What follows belongs to an exercise in optimizing a design on an open flow for small area; a production flow would make more cautious choices. Function was checked by simulation only, so behaviour that the tests miss may differ from the original. Power is estimated from default activity; no workload was simulated.

## the reference run
==> flow/design.v <==
package apb_pkg;
  localparam int APB_ADDR_W = 32;
  localparam int APB_DATA_W = 32;
  localparam logic [APB_DATA_W-1:0] APB_ERR_RDATA = 32'hDEAD_BEEF;
  localparam logic [29:0] APB_ID_PREFIX = 30'h296C_0000;
endpackage
module apb_slave_regbank
#(
  parameter logic [1:0]  SLAVE_ID    = 2'd2,
  parameter int unsigned WAIT_CYCLES = 1,
  parameter int unsigned NUM_REGS    = 64
) (
  input  logic                           pclk,
  input  logic                           presetn,
  input  logic                           psel,
  input  logic                           penable,
  input  logic                           pwrite,
  input  logic [apb_pkg::APB_ADDR_W-1:0] paddr,
  input  logic [apb_pkg::APB_DATA_W-1:0] pwdata,
  output logic [apb_pkg::APB_DATA_W-1:0] prdata,
  output logic                           pready,
  output logic                           pslverr
);
  localparam int DW     = apb_pkg::APB_DATA_W;
  localparam int NSLOT  = 63;
  localparam int NTAP   = (NSLOT + 1) / 2;
  localparam logic [DW-1:0] ID_VALUE = {apb_pkg::APB_ID_PREFIX, SLAVE_ID};
  localparam logic [1:0] S_IDLE  = 2'd0;
  localparam logic [1:0] S_SETUP = 2'd1;
  localparam logic [1:0] S_WAIT  = 2'd2;
  localparam logic [1:0] S_RESP  = 2'd3;
  logic [1:0]    state_q;
  logic [1:0]    state_d;
  logic          misal_q;     
  logic          id_q;        
  logic          write_q;
  logic [DW-1:0] wdata_q;
  logic [DW-1:0] prdata_q;
  logic          pready_q;
  logic          pslverr_q;
  logic [5:0]    rot_q;       
  logic [5:0]    pos_q;       
  logic [1:0]    clr_q;       
  logic          wpend_q;     
  logic          cap_en;
  logic          resp_d;
  logic          err_misalign;
  logic          err_any;
  logic          wr_cond;
  logic          wr_active;
  logic          rd_ok;
  logic          clear;
  logic [5:0]    rot_next;
  logic [6:0]    cap_sum;
  logic [5:0]    cap_pos;
  logic [NSLOT-1:0] pos_hot;
  logic          rd_slot;
  logic [DW-1:0] wd;
  logic [DW-1:0] rd_const;
  logic [DW-1:0] rd_value;
  assign cap_en = (state_q == S_IDLE) && psel && !penable;
  always_comb begin
    state_d = S_IDLE;
    case (state_q)
      S_IDLE:  state_d = cap_en ? S_SETUP : S_IDLE;
      S_SETUP: state_d = !psel ? S_IDLE : (penable ? S_WAIT : S_SETUP);
      S_WAIT:  state_d = psel ? S_RESP : S_IDLE;
      default: state_d = S_IDLE;
    endcase
  end
  assign resp_d = (state_q == S_WAIT) && psel;
  assign err_misalign = misal_q;
  assign err_any      = err_misalign || (write_q && id_q);
  assign wr_cond      = write_q && !err_any;
  assign wr_active = presetn && wr_cond &&
                     (resp_d || (state_q == S_RESP) || wpend_q);
  assign rd_ok = presetn && resp_d && !write_q;
  assign rot_next = (rot_q == 6'(NSLOT - 1)) ? '0 : rot_q + 6'd1;
  assign cap_sum  = 7'(paddr[7:2]) + 7'(rot_next);
  always_comb begin
    if (cap_sum == 7'd0) begin
      cap_pos = 6'(NSLOT - 1);
    end else if (cap_sum > 7'(NSLOT)) begin
      cap_pos = 6'(cap_sum - 7'(NSLOT) - 7'd1);
    end else begin
      cap_pos = 6'(cap_sum - 7'd1);
    end
  end
  always_comb begin
    for (int s = 0; s < NSLOT; s++) begin
      pos_hot[s] = (pos_q == 6'(s));
    end
  end
  assign rd_slot  = rd_ok && !err_misalign && !id_q;
  assign rd_const = ({DW{rd_ok && err_misalign}} & apb_pkg::APB_ERR_RDATA)
                  | ({DW{rd_ok && !err_misalign && id_q}} & ID_VALUE);
  assign clear = !presetn || (clr_q != 2'd0);
  assign wd    = wdata_q & {DW{!clear}};
  logic [DW-1:0] slot_q [NSLOT];
  for (genvar s = 0; s < NSLOT; s++) begin : g_slot
    localparam int PREV = (s + NSLOT - 1) % NSLOT;
    if (s % 3 == 0) begin : g_port
      logic load;
      logic hold;
      assign load = clear || (wr_active && pos_hot[PREV]);
      assign hold = !load;
      for (genvar b = 0; b < DW; b++) begin : g_bit
        apb_portbit u_bit (
          .clk  (pclk),
          .hold (hold),
          .load (load),
          .prev (slot_q[PREV][b]),
          .d    (wd[b]),
          .q    (slot_q[s][b])
        );
      end
    end else begin : g_shift
      always_ff @(posedge pclk) begin
        slot_q[s] <= slot_q[PREV];
      end
    end
  end
  logic [NTAP-1:0] tap_sel;
  logic [DW-1:0]   tap_value;
  logic [DW-1:0]   stage_q;
  logic            at_tap;
  for (genvar t = 0; t < NTAP; t++) begin : g_tap_sel
    assign tap_sel[t] = pos_hot[2*t];
  end
  assign at_tap = !pos_q[0];
  for (genvar b = 0; b < DW; b++) begin : g_rd
    logic [10:0] grp_n;
    for (genvar g = 0; g < 10; g++) begin : g_grp
      apb_rdsel3 u_sel (
        .s   (tap_sel[3*g+2 -: 3]),
        .d   ({slot_q[6*g+4][b], slot_q[6*g+2][b], slot_q[6*g][b]}),
        .y_n (grp_n[g])
      );
    end
    apb_rdsel2 u_sel_last (
      .s   (tap_sel[31:30]),
      .d   ({slot_q[62][b], slot_q[60][b]}),
      .y_n (grp_n[10])
    );
    assign tap_value[b] = !(&grp_n);
  end
  always_ff @(posedge pclk) begin
    stage_q <= tap_value & {DW{!clear}};
  end
  assign rd_value = ({DW{rd_slot}} & (at_tap ? tap_value : stage_q)) | rd_const;
  always_ff @(posedge pclk) begin
    if (!presetn) begin
      state_q   <= S_IDLE;
      pready_q  <= 1'b0;
      pslverr_q <= 1'b0;
      rot_q     <= '0;
      clr_q     <= 2'd2;
      wpend_q   <= 1'b0;
    end else begin
      state_q   <= state_d;
      pready_q  <= resp_d;
      pslverr_q <= resp_d && err_any;
      rot_q     <= rot_next;
      clr_q     <= (clr_q != 2'd0) ? clr_q - 2'd1 : 2'd0;
      wpend_q   <= (state_q == S_RESP) && wr_cond;
    end
  end
  always_ff @(posedge pclk) begin
    prdata_q <= rd_value;
  end
  always_ff @(posedge pclk) begin
    if (cap_en) begin
      pos_q   <= cap_pos;
    end else begin
      pos_q   <= (pos_q == 6'(NSLOT - 1)) ? '0 : pos_q + 6'd1;
    end
  end
  always_ff @(posedge pclk) begin
    if (cap_en) begin
      misal_q <= (paddr[1:0] != 2'b00);
      id_q    <= (paddr[7:2] == 6'd0);
      write_q <= pwrite;
      wdata_q <= pwdata;
    end
  end
  assign prdata  = prdata_q;
  assign pready  = pready_q;
  assign pslverr = pslverr_q;
endmodule
module apb_portbit (
  input  logic clk,
  input  logic hold,
  input  logic load,
  input  logic prev,
  input  logic d,
  output logic q
);
  always_ff @(posedge clk) begin
    q <= (prev & hold) | (d & load);
  end
endmodule
module apb_rdsel3 (
  input  logic [2:0] s,
  input  logic [2:0] d,
  output logic       y_n
);
  assign y_n = !(|(s & d));
endmodule
module apb_rdsel2 (
  input  logic [1:0] s,
  input  logic [1:0] d,
  output logic       y_n
);
  assign y_n = !(|(s & d));
endmodule
make LEC_CHECK=0 CAP_MARGIN=20 CORE_MARGIN=2 CORE_UTILIZATION=50 CTS_BUF_LIST='sky130_fd_sc_hd__clkbuf_8 sky130_fd_sc_hd__clkbuf_16' CTS_CLUSTER_DIAMETER=80 CTS_CLUSTER_SIZE=30 SLEW_MARGIN=20 SYNTH_HIERARCHICAL=1 SYNTH_MINIMUM_KEEP_SIZE=0 finish   # period 5.0 ns
run.sh (not shown) runs the stock make flow with config.mk's settings and CLKGATE_MAP_FILE= SYNTH_SCRIPT=/design/flow/synth_recipe.tcl, a recipe that flattens the netlist after the stock synthesis.
#### Input delta (the trial run over the reference run)
--- a/flow/design.v
+++ b/flow/design.v
@@ -28,25 +28,25 @@
   localparam logic [1:0] S_IDLE  = 2'd0;
   localparam logic [1:0] S_SETUP = 2'd1;
   localparam logic [1:0] S_WAIT  = 2'd2;
   localparam logic [1:0] S_RESP  = 2'd3;
   logic [1:0]    state_q;
   logic [1:0]    state_d;
-  logic          misal_q;     
-  logic          id_q;        
+  logic [7:0]    addr_q;
   logic          write_q;
   logic [DW-1:0] wdata_q;
   logic [DW-1:0] prdata_q;
   logic          pready_q;
   logic          pslverr_q;
   logic [5:0]    rot_q;       
   logic [5:0]    pos_q;       
   logic [1:0]    clr_q;       
   logic          wpend_q;     
   logic          cap_en;
   logic          resp_d;
+  logic [5:0]    idx;
   logic          err_misalign;
   logic          err_any;
   logic          wr_cond;
   logic          wr_active;
   logic          rd_ok;
   logic          clear;
@@ -66,14 +66,15 @@
       S_SETUP: state_d = !psel ? S_IDLE : (penable ? S_WAIT : S_SETUP);
       S_WAIT:  state_d = psel ? S_RESP : S_IDLE;
       default: state_d = S_IDLE;
     endcase
   end
   assign resp_d = (state_q == S_WAIT) && psel;
-  assign err_misalign = misal_q;
-  assign err_any      = err_misalign || (write_q && id_q);
+  assign idx          = addr_q[7:2];
+  assign err_misalign = (addr_q[1:0] != 2'b00);
+  assign err_any      = err_misalign || (write_q && (idx == 6'd0));
   assign wr_cond      = write_q && !err_any;
   assign wr_active = presetn && wr_cond &&
                      (resp_d || (state_q == S_RESP) || wpend_q);
   assign rd_ok = presetn && resp_d && !write_q;
   assign rot_next = (rot_q == 6'(NSLOT - 1)) ? '0 : rot_q + 6'd1;
   assign cap_sum  = 7'(paddr[7:2]) + 7'(rot_next);
@@ -88,15 +89,15 @@
   end
   always_comb begin
     for (int s = 0; s < NSLOT; s++) begin
       pos_hot[s] = (pos_q == 6'(s));
     end
   end
-  assign rd_slot  = rd_ok && !err_misalign && !id_q;
+  assign rd_slot  = rd_ok && !err_misalign && (idx != 6'd0);
   assign rd_const = ({DW{rd_ok && err_misalign}} & apb_pkg::APB_ERR_RDATA)
-                  | ({DW{rd_ok && !err_misalign && id_q}} & ID_VALUE);
+                  | ({DW{rd_ok && !err_misalign && (idx == 6'd0)}} & ID_VALUE);
   assign clear = !presetn || (clr_q != 2'd0);
   assign wd    = wdata_q & {DW{!clear}};
   logic [DW-1:0] slot_q [NSLOT];
   for (genvar s = 0; s < NSLOT; s++) begin : g_slot
     localparam int PREV = (s + NSLOT - 1) % NSLOT;
     if (s % 3 == 0) begin : g_port
@@ -134,15 +135,15 @@
       apb_rdsel3 u_sel (
         .s   (tap_sel[3*g+2 -: 3]),
         .d   ({slot_q[6*g+4][b], slot_q[6*g+2][b], slot_q[6*g][b]}),
         .y_n (grp_n[g])
       );
     end
-    apb_rdsel2 u_sel_last (
-      .s   (tap_sel[31:30]),
-      .d   ({slot_q[62][b], slot_q[60][b]}),
+    apb_rdsel3 u_sel_last (
+      .s   ({1'b0, tap_sel[31:30]}),
+      .d   ({1'b0, slot_q[62][b], slot_q[60][b]}),
       .y_n (grp_n[10])
     );
     assign tap_value[b] = !(&grp_n);
   end
   always_ff @(posedge pclk) begin
     stage_q <= tap_value & {DW{!clear}};
@@ -174,14 +175,13 @@
     end else begin
       pos_q   <= (pos_q == 6'(NSLOT - 1)) ? '0 : pos_q + 6'd1;
     end
   end
   always_ff @(posedge pclk) begin
     if (cap_en) begin
-      misal_q <= (paddr[1:0] != 2'b00);
-      id_q    <= (paddr[7:2] == 6'd0);
+      addr_q  <= paddr[7:0];
       write_q <= pwrite;
       wdata_q <= pwdata;
     end
   end
   assign prdata  = prdata_q;
   assign pready  = pready_q;
@@ -203,13 +203,6 @@
   input  logic [2:0] s,
   input  logic [2:0] d,
   output logic       y_n
 );
   assign y_n = !(|(s & d));
 endmodule
-module apb_rdsel2 (
-  input  logic [1:0] s,
-  input  logic [1:0] d,
-  output logic       y_n
-);
-  assign y_n = !(|(s & d));
-endmodule
--- outcome ---
- The trial run completed every stage of the flow, and the final layout passed the timing, DRC and antenna checks.
- The trial run ends up with a maximum clock frequency that is 3.2% lower than in the reference run.
- The clock power reported for the trial run is smaller than that of the reference run by about 2%.
- Taking the reference run as the reference point, the part of the total power dissipated in the clock network of the trial run falls by 0.7 points.
- Compared to the reference run, the trial run has detailed placer's ending HPWL 5900 um higher.
- Comparing the trial run with the reference run, the post-synthesis register bit count came out essentially unchanged.
- On part of the cycle the worst path needs, the lower figure sits with the reference run, not the trial run.
- Summary of the comparison: wire length of the first global-routing pass is higher in the trial run, relative to the reference run.
- The trial run ended with less total length of routed wires than the reference run.
- The trial run: setup slack lower than the reference run
- For the trial run, the capture point of the critical path was prdata_q[1]$_DFF_P_, unlike the reference run, where it was prdata_q[18]$_DFF_P_.
- [the trial run vs the reference run] count of flip-flops with a built-in enable after synthesis: higher in the trial run

==> port drivers added, routing unchanged <==
Ports are ideal in the flow. The routed layouts listed here were re-timed in OpenROAD.
Step 1 assumes that a clkbuf_16 drives the clock port and a buf_2 every other input.
Step 2 moves the port delays by t, midway between the first and last clock arrival at a register: inputs arrive t later, outputs are due t later. That takes back most of the time a late clock gives input paths.
Slacks: no drivers / after step 1 / after step 2; pairs: no drivers / after step 1.
| run | t, ns | slack for setup (ns) | slew at the worst register clock pin (ns) | cell pins on the clock port's net |
|---|---|---|---|---|
| the reference run | 0.767 | 0.965 / 0.965 / 0.952 | 0.11 / 0.11 | 1 |
| the trial run | 0.762 | 0.830 / 0.830 / 0.830 | 0.12 / 0.12 | 1 |
After both steps setup and hold are still met in every run listed. The setup slack of the reference run, which loses most, moves by 0.000 ns with the drivers and by -0.013 ns with both steps.
